Context: an optimization exercise on an open-source flow, tuned for a short achievable clock period and few clock cycles. The choices shown serve that exercise and are no tape-out recipe. The RTL was checked by simulation tests, not by an equivalence proof against the original design. No activity file was given, so power comes from the tool's default toggle rates.

==> flow/design.v <==
module mips_pipeline_top (
    input  logic        clk,
    input  logic        rst,
    input  logic [31:0] Memory_out,
    input  logic [31:0] Inst_out,
    output logic [31:0] Pc_out,
    output logic [31:0] Ex_Mem_out3,
    output logic [31:0] Ex_Mem_out4,
    output logic        Memread,
    output logic        Memwrite
);
    typedef enum logic [2:0] {ALU_ADD, ALU_SUB, ALU_AND, ALU_OR, ALU_SLT, ALU_LINK} alu_op_t;
    typedef struct packed {
        logic       reg_write;
        logic       mem_read;
        logic       mem_write;
        logic       branch_eq;
        logic       branch_ne;
        logic       jump_reg;
        logic       alu_src;    
        alu_op_t    alu_op;
        logic [4:0] dest;
    } ctrl_t;
    logic [31:0] pc;
    logic [31:0] regs [32];
    logic [31:0] if_id_inst, if_id_pc1;
    ctrl_t       id_ex_ctrl;
    logic [4:0]  id_ex_rs, id_ex_rt;
    logic [31:0] id_ex_a, id_ex_b, id_ex_imm, id_ex_pc1;
    logic        ex_mem_reg_write, ex_mem_mem_read, ex_mem_mem_write;
    logic [4:0]  ex_mem_dest;
    logic [31:0] ex_mem_result, ex_mem_store;
    logic        mem_wb_reg_write, mem_wb_mem_read;
    logic [4:0]  mem_wb_dest;
    logic [31:0] mem_wb_result, mem_wb_mem_data;
    logic [5:0]  opcode, funct;
    logic [4:0]  rs, rt, rd;
    assign opcode = if_id_inst[31:26];
    assign rs     = if_id_inst[25:21];
    assign rt     = if_id_inst[20:16];
    assign rd     = if_id_inst[15:11];
    assign funct  = if_id_inst[5:0];
    ctrl_t id_ctrl;
    logic  uses_rs, uses_rt, id_jump, imm_zext;
    always_comb begin
        id_ctrl  = '0;
        uses_rs  = 1'b0;
        uses_rt  = 1'b0;
        id_jump  = 1'b0;
        imm_zext = 1'b0;
        case (opcode)
            6'h00: begin
                id_ctrl.dest = rd;
                uses_rs      = 1'b1;
                uses_rt      = 1'b1;
                case (funct)
                    6'h20: begin id_ctrl.reg_write = 1'b1; id_ctrl.alu_op = ALU_ADD; end
                    6'h22: begin id_ctrl.reg_write = 1'b1; id_ctrl.alu_op = ALU_SUB; end
                    6'h24: begin id_ctrl.reg_write = 1'b1; id_ctrl.alu_op = ALU_AND; end
                    6'h25: begin id_ctrl.reg_write = 1'b1; id_ctrl.alu_op = ALU_OR;  end
                    6'h2A: begin id_ctrl.reg_write = 1'b1; id_ctrl.alu_op = ALU_SLT; end
                    6'h08: begin id_ctrl.jump_reg  = 1'b1; uses_rt = 1'b0; end
                    default: begin uses_rs = 1'b0; uses_rt = 1'b0; end
                endcase
            end
            6'h08: begin id_ctrl.reg_write = 1'b1; id_ctrl.alu_src = 1'b1; id_ctrl.dest = rt; uses_rs = 1'b1; end
            6'h0C: begin
                id_ctrl.reg_write = 1'b1; id_ctrl.alu_src = 1'b1; id_ctrl.dest = rt;
                id_ctrl.alu_op = ALU_AND; uses_rs = 1'b1; imm_zext = 1'b1;
            end
            6'h0A: begin
                id_ctrl.reg_write = 1'b1; id_ctrl.alu_src = 1'b1; id_ctrl.dest = rt;
                id_ctrl.alu_op = ALU_SLT; uses_rs = 1'b1;
            end
            6'h23: begin
                id_ctrl.reg_write = 1'b1; id_ctrl.mem_read = 1'b1; id_ctrl.alu_src = 1'b1;
                id_ctrl.dest = rt; uses_rs = 1'b1;
            end
            6'h2B: begin id_ctrl.mem_write = 1'b1; id_ctrl.alu_src = 1'b1; uses_rs = 1'b1; uses_rt = 1'b1; end
            6'h04: begin id_ctrl.branch_eq = 1'b1; uses_rs = 1'b1; uses_rt = 1'b1; end
            6'h05: begin id_ctrl.branch_ne = 1'b1; uses_rs = 1'b1; uses_rt = 1'b1; end
            6'h02: id_jump = 1'b1;
            6'h03: begin
                id_jump = 1'b1; id_ctrl.reg_write = 1'b1; id_ctrl.dest = 5'd31; id_ctrl.alu_op = ALU_LINK;
            end
            default: ;
        endcase
    end
    logic [31:0] wb_data, rs_val, rt_val, id_imm, jump_target;
    logic        wb_en;
    assign wb_data     = mem_wb_mem_read ? mem_wb_mem_data : mem_wb_result;
    assign wb_en       = mem_wb_reg_write && (mem_wb_dest != 5'd0);
    assign rs_val      = (wb_en && mem_wb_dest == rs) ? wb_data : regs[rs];
    assign rt_val      = (wb_en && mem_wb_dest == rt) ? wb_data : regs[rt];
    assign id_imm      = imm_zext ? {16'h0000, if_id_inst[15:0]} : {{16{if_id_inst[15]}}, if_id_inst[15:0]};
    assign jump_target = {if_id_pc1[31:26], if_id_inst[25:0]};
    logic        fwd_mem_a, fwd_mem_b;
    logic [31:0] alu_a, fwd_b, alu_b, alu_result, branch_target;
    logic        branch_taken, load_use;
    assign fwd_mem_a = ex_mem_reg_write && (ex_mem_dest != 5'd0) && (ex_mem_dest == id_ex_rs);
    assign fwd_mem_b = ex_mem_reg_write && (ex_mem_dest != 5'd0) && (ex_mem_dest == id_ex_rt);
    assign alu_a = fwd_mem_a ? ex_mem_result :
                   (wb_en && mem_wb_dest == id_ex_rs) ? wb_data : id_ex_a;
    assign fwd_b = fwd_mem_b ? ex_mem_result :
                   (wb_en && mem_wb_dest == id_ex_rt) ? wb_data : id_ex_b;
    assign alu_b = id_ex_ctrl.alu_src ? id_ex_imm : fwd_b;
    always_comb begin
        case (id_ex_ctrl.alu_op)
            ALU_SUB:  alu_result = alu_a - alu_b;
            ALU_AND:  alu_result = alu_a & alu_b;
            ALU_OR:   alu_result = alu_a | alu_b;
            ALU_SLT:  alu_result = ($signed(alu_a) < $signed(alu_b)) ? 32'd1 : 32'd0;
            ALU_LINK: alu_result = id_ex_pc1;
            default:  alu_result = alu_a + alu_b;
        endcase
    end
    assign branch_taken  = (id_ex_ctrl.branch_eq && (alu_a == fwd_b)) ||
                           (id_ex_ctrl.branch_ne && (alu_a != fwd_b)) || id_ex_ctrl.jump_reg;
    assign branch_target = id_ex_ctrl.jump_reg ? alu_a : id_ex_pc1 + id_ex_imm;
    assign load_use      = id_ex_ctrl.mem_read && (id_ex_ctrl.dest != 5'd0) &&
                           ((uses_rs && id_ex_ctrl.dest == rs) || (uses_rt && id_ex_ctrl.dest == rt));
    always_ff @(posedge clk) begin
        if (rst) begin
            pc <= '0; if_id_inst <= '0; if_id_pc1 <= '0;
        end else if (branch_taken) begin
            pc <= branch_target; if_id_inst <= '0; if_id_pc1 <= '0;
        end else if (load_use) begin
            pc <= pc;
        end else if (id_jump) begin
            pc <= jump_target; if_id_inst <= '0; if_id_pc1 <= '0;
        end else begin
            pc <= pc + 32'd1; if_id_inst <= Inst_out; if_id_pc1 <= pc + 32'd1;
        end
    end
    always_ff @(posedge clk) begin
        if (rst || branch_taken || load_use) begin
            id_ex_ctrl <= '0; id_ex_rs <= '0; id_ex_rt <= '0;
            id_ex_a <= '0; id_ex_b <= '0; id_ex_imm <= '0; id_ex_pc1 <= '0;
        end else begin
            id_ex_ctrl <= id_ctrl; id_ex_rs <= rs; id_ex_rt <= rt;
            id_ex_a <= rs_val; id_ex_b <= rt_val; id_ex_imm <= id_imm; id_ex_pc1 <= if_id_pc1;
        end
    end
    always_ff @(posedge clk) begin
        if (rst) begin
            ex_mem_reg_write <= 1'b0; ex_mem_mem_read <= 1'b0; ex_mem_mem_write <= 1'b0;
            ex_mem_dest <= '0; ex_mem_result <= '0; ex_mem_store <= '0;
            mem_wb_reg_write <= 1'b0; mem_wb_mem_read <= 1'b0; mem_wb_dest <= '0;
            mem_wb_result <= '0; mem_wb_mem_data <= '0;
        end else begin
            ex_mem_reg_write <= id_ex_ctrl.reg_write; ex_mem_mem_read <= id_ex_ctrl.mem_read;
            ex_mem_mem_write <= id_ex_ctrl.mem_write; ex_mem_dest <= id_ex_ctrl.dest;
            ex_mem_result <= alu_result; ex_mem_store <= fwd_b;
            mem_wb_reg_write <= ex_mem_reg_write; mem_wb_mem_read <= ex_mem_mem_read;
            mem_wb_dest <= ex_mem_dest; mem_wb_result <= ex_mem_result; mem_wb_mem_data <= Memory_out;
        end
    end
    always_ff @(posedge clk) begin
        if (rst) begin
            for (int i = 0; i < 32; i++) regs[i] <= '0;
        end else if (wb_en) begin
            regs[mem_wb_dest] <= wb_data;
        end
    end
    assign Pc_out      = pc;
    assign Ex_Mem_out3 = ex_mem_result;
    assign Ex_Mem_out4 = ex_mem_store;
    assign Memread     = ex_mem_mem_read;
    assign Memwrite    = ex_mem_mem_write;
endmodule
==> flow/run.sh <==
#!/bin/bash
# synth_recipe.tcl (not shown) runs the flow's synth.tcl, then flattens the netlist and writes it again
# the make line also repeats each setting of config.mk as NAME=value (left out here)
make -C /OpenROAD-flow-scripts/flow DESIGN_CONFIG=/design/flow/config.mk WORK_HOME=/design/flow/orfs CLKGATE_MAP_FILE= SYNTH_SCRIPT=/design/flow/synth_recipe.tcl finish
==> flow/config.mk <==
export PLATFORM = sky130hd
export DESIGN_NAME = mips_pipeline_top
export DESIGN_NICKNAME = mips_pipeline_top
export VERILOG_FILES = /design/flow/design.v
export SDC_FILE = /design/flow/constraint.sdc
export NUM_CORES = 4
export LEC_CHECK = 0
export CAP_MARGIN = 20
export CORE_MARGIN = 2
export CORE_UTILIZATION = 40
export SLEW_MARGIN = 20
==> flow/constraint.sdc <==
create_clock -name core_clock -period 7.0 [get_ports {clk}]
set_input_delay 1.4000 -clock core_clock [delete_from_list [all_inputs] [get_ports {clk}]]
set_output_delay 1.4000 -clock core_clock [all_outputs]
set_load 0.01 [all_outputs]
==> run_results.csv, run 1 <==
group,metric,value,unit
status,status,"complete, no violations",
timing,final-max-slew-violation-count,0,
routing,first_iter_violations,7599,
global_routing,grt_pass1_vias,52900,
floorplanning,start_util,40.1,%
worst_setup_path,cp_data_required_time,7710,ps
logic_synthesis,syn_area_per_cell,12.4,sq um
floorplanning,rows,159,
power_and_ir_drop,p_leak,0.0289,uW
cells_and_area,final_cell_area,85400,sq um
place,placed_area,80200,sq um
worst_setup_path,end_kind,"flip-flop",
global_routing,grt.total_usage,28.1,%
timing,fmax,158,MHz
global_routing,antenna_found_initial,5,
worst_hold_path,whs_endpoint,"ex_mem_reg_write",
routing,route.detailed.drc,0,
clocking,cts_tree,"done",
worst_setup_path,crit_fanout,12,
power_and_ir_drop,cellPowerDensity,251,nW/um^2
timing,rsz0062_at_grt,"false",
timing,fin_crit_sh,90.4,%
logic_synthesis,ys_seq_elements,1401,
clocking,clk_latency,830,ps
routing,wl_per_cell,31.5,um
cells_and_area,final_common_cell,"nor2_1",
timing,worst_pin_slew,1180,ps
place,dp_hpwl,176000,um
worst_hold_path,hp-class,"flip-flop to flip-flop",
timing,hold_violations,0,
worst_setup_path,regToRegSetupSlack,670,ps
worst_setup_path,critical_path.top_delay_family,"compound AO/OA/AOI/OAI gates",
clocking,clk_pin_slew,60,ps
logic_synthesis,ys.flop_type,"edfxtp_1",
cells_and_area,fillerInstances,16800,
run,maxCapViolations,0,
logic_synthesis,async_flop_share,0,%
cells_and_area,layout_common_cells,"nor2_1 (1285), edfxtp_1 (1024), mux4_2 (640), dfxtp_1 (364), a21oi_1 (265)",
place,gp_congestion,0.945,
timing,finalSetupTns,0,ps
timing,max_slew_margin,21.2,%
worst_setup_path,startpoint_type,"flip-flop",
clocking,cts_sinks,1401,
worst_setup_path,crit_slowest_cell,"o21ai_0",
routing,num_vias,53900,
cells_and_area,drive_gt1_share,21.9,%
worst_hold_path,min_from,"id_ex_ctrl[14]",
clocking,root_buffer,"clkbuf_16",
worst_setup_path,crit_path_start,"mem_wb_dest[2]",
global_routing,grt_pass1_wl,386000,um
timing,skew,61.4,ps
cells_and_area,final_util,45.6,%
place,port_buffers,163,
clocking,cts_buffers,156,
logic_synthesis,ys.warnings.count,1,
logic_synthesis,syn-instance-count,6057,
floorplanning,coreArea,187000,sq um
worst_setup_path,crit_chain,"xor2_1, a211o_1, nor2_2, o21ai_0, nor2_1, a21oi_1, inv_1, ha_1, nor2_1, nand2_1, or4_1, or4b_2, a21o_1, o41ai_1, a21oi_1, o21ai_0, xnor2_1, a221oi_1, a2111oi_0",
logic_synthesis,synth_edf_count,1024,
routing,ant_nets,0,
floorplanning,die-area,191000,sq um
power_and_ir_drop,vdd_ir_drop_max,0.241,mV
cells_and_area,fin_nets,6242,
worst_setup_path,r2r_start,"mem_wb_dest[2]",
worst_setup_path,path_buf_inv,1,
routing,dr.pass1.iters,8,
worst_setup_path,crit_arrival,7040,ps
clocking,cts_buffer_depth,3,
worst_setup_path,reg2regPathDepth,19,
floorplanning,die_w,437,um
clocking,htreeDepth,4,
timing,setup-violations-final,0,
worst_hold_path,hold_path_depth,1,
worst_setup_path,crit_type,"flip-flop to flip-flop",
worst_setup_path,max_stage_delay,700,ps
routing,routed_wl,273000,um
clocking,postCtsHoldBufs,0,
cells_and_area,syn_to_final_growth,13.7,%
place,numPlacedInstances,8374,
routing,viasPerCell,6.21,
global_routing,grt_max_degree,104,
floorplanning,die_h,437,um
cells_and_area,final_cells,8672,
logic_synthesis,ys_types,85,
global_routing,gr-total-overflow,0,
logic_synthesis,synth_seq_area_share,51.0,%
logic_synthesis,syn-cell-area,75200,sq um
worst_setup_path,r2r-end,"ex_mem_result[31]",
timing,finalCriticalPeriod,6330,ps
floorplanning,ios,164,
==> sequential cells by signal (all words and copies together) (netlist names), 32 cells and up <==
signal / cells
if_id_inst: 32
ex_mem_result: 32
id_ex_b: 32
mem_wb_mem_data: 32
pc: 32
if_id_pc1: 32
mem_wb_result: 32
id_ex_a: 32
regs: 1024
id_ex_pc1: 32
ex_mem_store: 32
==> stage by stage <==
stage / power, uW / worst slack [ps] / hold slack (ps)
3_5_place_dp: 13300 / 596 / 429
5_1_grt: 22100 / 210 / 462
2_1_floorplan: 11800 / 1640 / 414
3_3_place_gp: 13200 / 646 / 428
6_report: 21500 / 670 / 437
4_1_cts: 21500 / 592 / 443
==> cells by family (layout without fill, tap and decap cells) <==
logic type,count (synthesis),count (layout),share of synthesized area [%]
AO/OA/AOI/OAI,893,893,8.37
XOR/XNOR,152,152,1.79
adder cells (fa/ha/maj),131,131,2.21
buffers and inverters,695,780,3.59
flip-flops,1401,1401,51.0
multiplexers,813,813,21.6
other,1,36,0.00499
AND/OR/NAND/NOR,1971,1971,11.5
==> metal layers <==
layer	share of wire, %	track usage, %
met1	37	35.8
met2	47	44.6
met3	10	6.11
met5	0.0088	0
met4	6.2	15.5
==> where the power goes <==
part,switching [uW],leakage (uW),internal [uW]
Combinational,2080,0.0127,1450
Sequential,386,0.0137,9260
Clock,3620,0.00249,4700
==> how the worst max path moves through the flow <==
stage                        end  cells past startpoint
2_1_floorplan  ex_mem_result[31]                     22
3_3_place_gp   ex_mem_result[31]                     18
3_5_place_dp   ex_mem_result[31]                     18
4_1_cts        ex_mem_result[31]                     18
5_1_grt        ex_mem_result[31]                     19
6_report       ex_mem_result[31]                     19
==> area by class of cell <==
type,instances,area (sq um),area share [%]
Sequential cell,1401,38300,44.9
Tap cell,2495,3120,3.65
Clock inverter,80,910,1.06
Antenna cell,4,10.0,0.0117
Timing Repair Buffer,372,3450,4.04
Clock buffer,206,4240,4.97
Multi-Input combinational cell,3992,34900,40.8
Inverter,122,458,0.536
==> cell usage after synthesis, types with 17 or more instances <==
cell type | instances | area [sq um]
o21bai_1 | 23 | 173
edfxtp_1 | 1024 | 30700
o21ai_0 | 123 | 616
nor2b_1 | 143 | 895
mux2i_1 | 92 | 921
a211oi_1 | 34 | 255
dfxtp_1 | 377 | 7550
nand2b_1 | 54 | 338
mux4_2 | 640 | 14400
o22ai_1 | 28 | 175
ha_1 | 128 | 1600
inv_1 | 122 | 458
a221oi_1 | 42 | 368
a21o_1 | 60 | 450
nor2_1 | 1287 | 4830
xor2_1 | 78 | 683
nand3_1 | 97 | 485
a2111oi_0 | 25 | 219
clkbuf_1 | 466 | 1750
nand2_1 | 170 | 638
o21a_1 | 33 | 248
xnor2_1 | 72 | 631
a211oi_2 | 59 | 738
buf_1 | 67 | 251
and2_1 | 66 | 413
mux2_2 | 80 | 901
o21ai_1 | 19 | 95.1
buf_2 | 25 | 125
o221ai_1 | 32 | 280
a22oi_1 | 17 | 128
a21oi_1 | 266 | 1330
nor3_1 | 71 | 355
==> repair_timing <==
action,CTS,global route
gates resized for setup,0,0
endpoints found under the hold margin,0,0
buffers inserted,0,8
setup endpoints to repair,0,1
Testbench counts, summed over its fixed seeds: cycles 66,751.
==> run 2: changes to the inputs <==
--- a/flow/config.mk
+++ b/flow/config.mk
@@ -5,7 +5,9 @@
 export SDC_FILE = /design/flow/constraint.sdc
 export NUM_CORES = 4
 export LEC_CHECK = 0
+export ABC_CLOCK_PERIOD_IN_PS = 4000
 export CAP_MARGIN = 20
 export CORE_MARGIN = 2
 export CORE_UTILIZATION = 40
+export SETUP_SLACK_MARGIN = 2.5
 export SLEW_MARGIN = 20
==> run_results.csv, run 2 <==
group,metric,value,unit
timing,hold_violations,0,
routing,num_vias,55800,
global_routing,antenna_found_initial,7,
global_routing,use_met1,35.8,%
floorplanning,coreArea,187000,sq um
cells_and_area,largest_register_ffs,1024,
cells_and_area,top_register,"regs",
global_routing,grt_pass1_wl,392000,um
power_and_ir_drop,vdd_ir_drop_max,0.271,mV
logic_synthesis,synth_area_leaders,"edfxtp_1 (41%), mux4_2 (19%), dfxtp_1 (10%)",
routing,first_iter_violations,7990,
logic_synthesis,syn_area_per_cell,12.4,sq um
logic_synthesis,synth_top_family_by_area,"multiplexers",
worst_setup_path,startpoint_type,"flip-flop",
logic_synthesis,yosysTopAreaCell,"edfxtp_1",
worst_setup_path,end_kind,"flip-flop",
logic_synthesis,ys_types,85,
logic_synthesis,ys.flop_type,"edfxtp_1",
timing,setup-violations-final,0,
cells_and_area,fin_nets,6382,
floorplanning,die-area,191000,sq um
logic_synthesis,synth_seq_area_share,51.0,%
worst_setup_path,crit_fanout,7,
cells_and_area,syn_to_final_growth,18.6,%
timing,finalSetupTns,0,ps
clocking,cts_buffers,157,
logic_synthesis,async_flop_share,0,%
timing,fin_crit_sh,70.4,%
worst_setup_path,crit_type,"flip-flop to flip-flop",
floorplanning,rows,159,
status,status,"complete, no violations",
clocking,cts_buffer_depth,3,
global_routing,grt_max_degree,99,
global_routing,busiest_layer,"met2",
floorplanning,start_util,40.1,%
logic_synthesis,synth_top_cell_area_share,40.9,%
cells_and_area,final_util,47.6,%
cells_and_area,final_cell_area,89100,sq um
cells_and_area,drive_gt1_share,28.0,%
logic_synthesis,ys_top_cells_by_count,"nor2_1 (1287), edfxtp_1 (1024), mux4_2 (640)",
worst_setup_path,crit_arrival,5690,ps
logic_synthesis,synth_simple_gate_area_share,11.5,%
cells_and_area,final_common_cell,"nor2_1",
global_routing,grt.total_usage,28.4,%
logic_synthesis,synth_edf_count,1024,
cells_and_area,fillerInstances,16400,
global_routing,grt_pass1_vias,54400,
logic_synthesis,synthXorXnorAreaFrac,1.79,%
logic_synthesis,synth_mux_area_share,21.6,%
global_routing,gr-usage-met2,45.6,%
power_and_ir_drop,cellPowerDensity,247,nW/um^2
timing,final-max-slew-violation-count,0,
routing,dr.pass1.iters,9,
timing,rsz0062_at_grt,"true",
routing,viasPerCell,6.33,
routing,routed_wl,282000,um
timing,max_slew_margin,18.5,%
logic_synthesis,synthAdderAreaFrac,2.21,%
logic_synthesis,synth_compound_gate_area_share,8.37,%
routing,route.detailed.drc,0,
floorplanning,die_w,437,um
logic_synthesis,synth_most_common_cell,"nor2_1",
logic_synthesis,ys.warnings.count,1,
clocking,cts_sinks,1401,
timing,finalCriticalPeriod,4930,ps
global_routing,grt_use_met3,6.26,%
routing,ant_nets,0,
clocking,root_buffer,"clkbuf_16",
place,port_buffers,163,
timing,worst_pin_slew,1210,ps
routing,wl_per_cell,32.0,um
logic_synthesis,syn-cell-area,75200,sq um
place,placed_area,80000,sq um
power_and_ir_drop,p_leak,0.0302,uW
cells_and_area,layout_common_cells,"nor2_1 (1264), edfxtp_1 (1024), mux4_2 (640), dfxtp_1 (350), buf_4 (221)",
floorplanning,ios,164,
timing,skew,72.1,ps
run,maxCapViolations,0,
worst_setup_path,cp_data_required_time,7760,ps
floorplanning,die_h,437,um
clocking,clk_latency,840,ps
global_routing,gr-total-overflow,0,
clocking,htreeDepth,4,
clocking,clk_pin_slew,60,ps
clocking,postCtsHoldBufs,0,
place,dp_hpwl,171000,um
timing,fmax,203,MHz
logic_synthesis,ys_seq_elements,1401,
worst_hold_path,hp-class,"flip-flop to flip-flop",
logic_synthesis,syn-instance-count,6057,
worst_setup_path,regToRegSetupSlack,2070,ps
clocking,cts_tree,"done",
place,gp_congestion,0.948,
[run 2: cell types whose count changed in the layout (fill, tap and decap cells not counted), moves of 23 or more]
cell / delta
a21oi_1: -58
a21oi_2: +51
buf_4: +31
buf_6: +53
mux2i_1: -23
o21ai_0: -34
[run 2: cell families (layout without fill, tap and decap cells)]
group                      after synthesis  in the layout
buffers and inverters                  695            909
xor gates and xnor gates               152            152
AOI/OAI and AO/OA                      893            895
adders and majority gates              131            131
muxes                                  813            813
other                                    1             34
and+or+nand+nor                       1971           1984
DFF                                   1401           1401
[run 2: path summary, 6_finish.rpt]
kind | from | to | cells past startpoint
hold / removal | if_id_pc1[10] | id_ex_pc1[10] | 1
setup / recovery | id_ex_rt[3] | id_ex_pc1[0] | 24
hold reg to reg | if_id_pc1[10] | id_ex_pc1[10] | 1
setup reg to reg | id_ex_rt[3] | id_ex_pc1[0] | 24
[run 2: routing by layer]
metal / up-vias / wire [um] / share of wire [%]
li1: 23000 / - / -
met4: 6 / 17200 / 6.1
met5: - / 35 / 0.012
met1: 28500 / 102000 / 36
met2: 3498 / 133000 / 47
met3: 767 / 29800 / 11
[run 2: what timing repair did]
item,in CTS,in global routing
cloned,11,31
endpoints found under the setup margin,262,203
gates resized for setup,233,274
pin swaps,77,108
setup buffers,80,49
[run 2: through the flow]
stage	std cells	total power (uW)	hold slack, ps	setup WS, ps
after floorplan	6088	11900	414	2040
after global placement	8349	13200	433	1110
after detailed placement	8349	13300	439	1020
after CTS	8731	21800	451	2120
after global routing	8812	22600	471	1960
final	8814	22000	450	2070
[run 2: area by class of cell]
class	instances	area (sq um)	share of cell area (%)
antenna	2	5.00	0.00561
clock buffer	210	4320	4.85
clock inverter	81	862	0.967
inverter	122	458	0.514
multi-input combinational	4007	36800	41.3
sequential	1401	38400	43.0
tap	2495	3120	3.50
timing repair buffer	496	5160	5.79
[run 2: critical path: stages (launching register included)]
cell	delay (ps)
dfxtp_4	350
xor2_2	170
a211o_4	330
nor2_4	170
buf_12	170
buf_12	130
buf_16	140
buf_12	110
mux2i_4	290
buf_6	130
buf_6	80
buf_6	80
buf_6	90
buf_6	100
xor2_2	60
o221ai_2	290
o21ai_2	130
nor4_2	160
nand4_1	360
mux2_4	480
buf_12	160
nor3_4	350
buf_6	220
clkbuf_16	160
and2_4	120
[run 2: report_power, final]
group	total [uW]	switching [uW]	leakage, uW	internal (uW)
clock network	8370	3640	0.00254	4730
logic	3980	2250	0.0140	1730
registers	9690	437	0.0137	9260

==> static timing again, ports no longer ideal <==
Ports are ideal in the flow. The routed layouts listed here were re-timed in OpenROAD.
Step 1 (the two cells are an assumption about what drives the block):
set clk [get_ports {clk}]
set_driving_cell -lib_cell sky130_fd_sc_hd__clkbuf_16 $clk
set_driving_cell -lib_cell sky130_fd_sc_hd__buf_2 [delete_from_list [all_inputs] $clk]
Step 2 also shifts input and output timing later by t, the mid clock arrival at the registers, as if the neighbouring blocks saw the same clock.
Slacks: no drivers / after step 1 / after step 2; pairs: no drivers / after step 1.
| run | t, ns | setup WS [ns] | worst slew at a driven data input, ns |
|---|---|---|---|
| run 1 | 0.889 | 0.670 / 0.670 / 0.670 | 0.07 |
| run 2 | 0.889 | 2.070 / 2.070 / 2.070 | 0.06 |
After both steps setup and hold are still met in every run listed.
